From an optimization exercise on the open Yosys and OpenROAD flow, aimed at small area and a short achievable clock period; shortcuts taken in it are not production practice.
Only simulation tests tie the RTL to the original design; equivalence was not proved.
Power and IR drop assume default switching activity.

==> flow/design.v <==
module mr_o22ai (input logic a1, a2, b1, b2, output logic y);
  assign y = ~((a1 | a2) & (b1 | b2));
endmodule
module mr_a222oi (input logic a1, a2, b1, b2, c1, c2, output logic y);
  assign y = ~((a1 & a2) | (b1 & b2) | (c1 & c2));
endmodule
module mr_nand2 (input logic a, b, output logic y);
  assign y = ~(a & b);
endmodule
module mr_nand3 (input logic a, b, c, output logic y);
  assign y = ~(a & b & c);
endmodule
module mr_nor2 (input logic a, b, output logic y);
  assign y = ~(a | b);
endmodule
module mr_sel16 (input logic [15:0] sel, input logic [15:0] q, output logic y_n);
  logic [5:0] l1;    
  logic [1:0] l2;    
  for (genvar k = 0; k < 5; k++) begin : g_l1
    mr_a222oi u (.a1(sel[3*k]), .a2(q[3*k]), .b1(sel[3*k+1]), .b2(q[3*k+1]),
                 .c1(sel[3*k+2]), .c2(q[3*k+2]), .y(l1[k]));
  end
  mr_nand2 u_l1_last (.a(sel[15]), .b(q[15]), .y(l1[5]));
  mr_nand3 u_l2_0 (.a(l1[0]), .b(l1[1]), .c(l1[2]), .y(l2[0]));
  mr_nand3 u_l2_1 (.a(l1[3]), .b(l1[4]), .c(l1[5]), .y(l2[1]));
  mr_nor2 u_l3 (.a(l2[0]), .b(l2[1]), .y(y_n));
endmodule
module main_mem_responder (
  input  logic        clk,
  input  logic        rst,
  input  logic        MemoryRequest,
  input  logic        MemoryWriteEnable,
  input  logic [15:0] MemoryAddressIn,
  input  logic [15:0] MemoryDataIn,
  output logic        MemStall,
  output logic        MemDataValid,
  output logic [15:0] MemDataOut,
  output logic [15:0] MemAddressOut
);
  logic [15:0] mem_q [256];
  logic        ph_q;                  
  logic        busy_q;                
  logic        rv0_q, rv1_q, rv2_q, rv3_q;
  logic [15:0] ra0_q, ra1_q, ra2_q, ra3_q;
  logic [15:0] wpa_q [2], wpb_q [2];  
  logic [15:0] wc_q;                  
  logic [15:0] rsel_q [2];            
  logic [15:0] grpn_q [16];           
  logic        ph2_q;                 
  logic [15:0] do_q;
  logic rd_accept, wr_accept;
  assign rd_accept = rst & MemoryRequest & ~MemoryWriteEnable;
  assign wr_accept = rst & MemoryRequest & MemoryWriteEnable & ~busy_q;
  assign MemStall  = rst & MemoryRequest & MemoryWriteEnable & busy_q;
  always_ff @(posedge clk) begin
    ph_q   <= ~ph_q;
    busy_q <= rst & (rd_accept | rv0_q | rv1_q);
    rv0_q  <= rd_accept;
    rv1_q  <= rst & rv0_q;
    rv2_q  <= rst & rv1_q;
    rv3_q  <= rst & rv2_q;
    for (int c = 0; c < 2; c++) begin
      for (int i = 0; i < 16; i++) begin
        wpa_q[c][i] <= wr_accept & (MemoryAddressIn[4:1] == i[3:0]) & (MemoryAddressIn[5] == c[0]);
        wpb_q[c][i] <= (MemoryAddressIn[8:5] == i[3:0]) & (MemoryAddressIn[1] == c[0]);
      end
    end
    wc_q   <= MemoryDataIn ^ {16{~ph_q}};
    ra0_q  <= MemoryAddressIn;
    ra1_q  <= ra0_q;
    ra2_q  <= ra1_q;
    ra3_q  <= (rst & rv2_q) ? ra2_q : 16'h0000;
    for (int c = 0; c < 2; c++)
      for (int i = 0; i < 16; i++) rsel_q[c][i] <= (ra0_q[4:1] == i[3:0]) & (ra0_q[5] == c[0]);
  end
  logic [255:0] wr1, wr2;
  always_comb begin
    for (int w = 0; w < 256; w++) begin
      wr1[w] = wpa_q[(w / 16) % 2][w % 16] & wpb_q[w % 2][w / 16];
      wr2[w] = ~wr1[w];
    end
  end
  logic [15:0] mem_d [256];
  for (genvar w = 0; w < 256; w++) begin : g_row
    for (genvar b = 0; b < 16; b++) begin : g_bit
      mr_o22ai u_nx (.a1(mem_q[w][b]), .a2(wr1[w]), .b1(wc_q[b]), .b2(wr2[w]), .y(mem_d[w][b]));
    end
  end
  always_ff @(posedge clk) begin
    for (int w = 0; w < 256; w++) mem_q[w] <= mem_d[w];
  end
  logic [15:0] grpn [16];
  for (genvar g = 0; g < 16; g++) begin : g_part
    for (genvar b = 0; b < 16; b++) begin : g_bit
      logic [15:0] col;
      for (genvar i = 0; i < 16; i++) begin : g_w
        assign col[i] = mem_q[g * 16 + i][b];
      end
      mr_sel16 u_sel (.sel(rsel_q[g % 2]), .q(col), .y_n(grpn[g][b]));
    end
  end
  always_ff @(posedge clk) begin
    for (int g = 0; g < 16; g++) grpn_q[g] <= grpn[g];
    ph2_q <= ph_q;
    do_q  <= (rst & rv2_q) ? (grpn_q[ra2_q[8:5]] ^ {16{~ph2_q}}) : 16'h0000;
  end
  assign MemDataValid  = rv3_q;
  assign MemDataOut    = do_q;
  assign MemAddressOut = ra3_q;
endmodule
export LEC_CHECK = 0
export CAP_MARGIN = 20
export CORE_MARGIN = 2
export CORE_UTILIZATION = 45
export CTS_CLUSTER_DIAMETER = 80
export CTS_CLUSTER_SIZE = 24
export SETUP_SLACK_MARGIN = 1.25
export SLEW_MARGIN = 20
export SYNTH_HIERARCHICAL = 1
create_clock -name core_clock -period 3.5 [get_ports {clk}]
run.sh (not shown) runs the stock make flow with config.mk's settings and CLKGATE_MAP_FILE= SYNTH_SCRIPT=/design/flow/synth_recipe.tcl, a recipe that flattens the netlist after the stock synthesis.
The first run produced a clean layout.
Change:
--- a/flow/config.mk
+++ b/flow/config.mk
@@ -10 +10 @@
-export CORE_UTILIZATION = 45
+export CORE_UTILIZATION = 40
@@ -13 +13 @@
-export SETUP_SLACK_MARGIN = 1.25
+export SETUP_SLACK_MARGIN = 1.2
The changed run went through all stages and came out clean.
Die area climbs by 12%.
Routed wire length drops by 4.8%.
Register-to-register slack loses 0.03 ns.
Flip-flop and latch count does not change.
Setup slack loses 0.029 ns.
Power barely changes.
Change:
--- a/flow/config.mk
+++ b/flow/config.mk
@@ -10 +10 @@
-export CORE_UTILIZATION = 40
+export CORE_UTILIZATION = 35
@@ -13 +13 @@
-export SETUP_SLACK_MARGIN = 1.2
+export SETUP_SLACK_MARGIN = 1.3
Result: The new run completed with no timing, DRC or antenna violations. Final cell count went up by 3.6%. Count of clock-buffer cells in the layout went up by 5. Routed wire length went up by about 3.4%. Die area went up by 14%. Core utilization went down by 5.3 points. Synthesized cell count does not change. Area after synthesis does not change.
Change:
--- a/flow/config.mk
+++ b/flow/config.mk
@@ -8 +8 @@
-export CAP_MARGIN = 20
+export CAP_MARGIN = 10
@@ -10,3 +10,3 @@
-export CORE_UTILIZATION = 35
-export CTS_CLUSTER_DIAMETER = 80
-export CTS_CLUSTER_SIZE = 24
+export CORE_UTILIZATION = 40
+export CTS_CLUSTER_DIAMETER = 60
+export CTS_CLUSTER_SIZE = 30
@@ -14 +14 @@
-export SLEW_MARGIN = 20
+export SLEW_MARGIN = 10
Result: The new run went through all stages and came out clean; fmax climbs slightly; die area drops by roughly a tenth; register-to-register slack improved by 0.04 ns; cell count drops by a few percent; via count drops slightly.
Change:
--- a/flow/config.mk
+++ b/flow/config.mk
@@ -8 +8 @@
-export CAP_MARGIN = 10
+export CAP_MARGIN = 20
@@ -11,2 +11,2 @@
-export CTS_CLUSTER_DIAMETER = 60
-export CTS_CLUSTER_SIZE = 30
+export CTS_CLUSTER_DIAMETER = 80
+export CTS_CLUSTER_SIZE = 24
@@ -14 +14 @@
-export SLEW_MARGIN = 10
+export SLEW_MARGIN = 20
What happened: Via count barely changes; wire length increases by 0.56%; core utilization decreases by 0.45 points; first-iteration DRC count rises by 1.4%; total power decreases by 4.6%.

afterwards: timing with drivers on the ports:
How much do the figures lean on ideal ports? The routed layouts below were timed once more, with nothing changed but the port constraints.
Step 1, drivers: a clkbuf_16 drives clk and a buf_2 each remaining input, both assumed.
Step 2 adds t to the input delays and takes it off the output delays; t is the mean of the earliest and latest rising clock arrival at the registers after step 1. Input paths then give back, and output paths get back, about the clock's delay inside the block.
a / b / c = ideal / step 1 / step 2; a / b = the first two.
run	t (ns)	slack for setup (ns)	worst hold slack (ns)	worst setup path at the end	clock arrival spread, ns	slew at the worst register clock pin (ns)
the first run	1.051	1.143 / 1.138 / 1.120	0.078 / -0.017 / 0.328	input to register	0.080 / 0.080	0.10 / 0.10
the second run	1.024	1.114 / 1.114 / 0.686	0.187 / 0.115 / 0.331	input to register	0.086 / 0.086	0.10 / 0.10
the third run	1.036	1.193 / 1.081 / 0.757	0.168 / 0.082 / 0.326	input to register	0.108 / 0.109	0.10 / 0.10
the fourth run	1.033	1.238 / 1.134 / 0.742	0.192 / 0.115 / 0.315	input to register	0.077 / 0.078	0.12 / 0.12
the fifth run	1.024	1.196 / 1.148 / 0.755	0.191 / 0.114 / 0.331	input to register	0.088 / 0.088	0.11 / 0.11
After both steps every run listed still meets setup and hold. For the fourth run, which loses most, drivers alone change the setup slack by -0.104 ns; drivers and shift together by -0.496 ns.
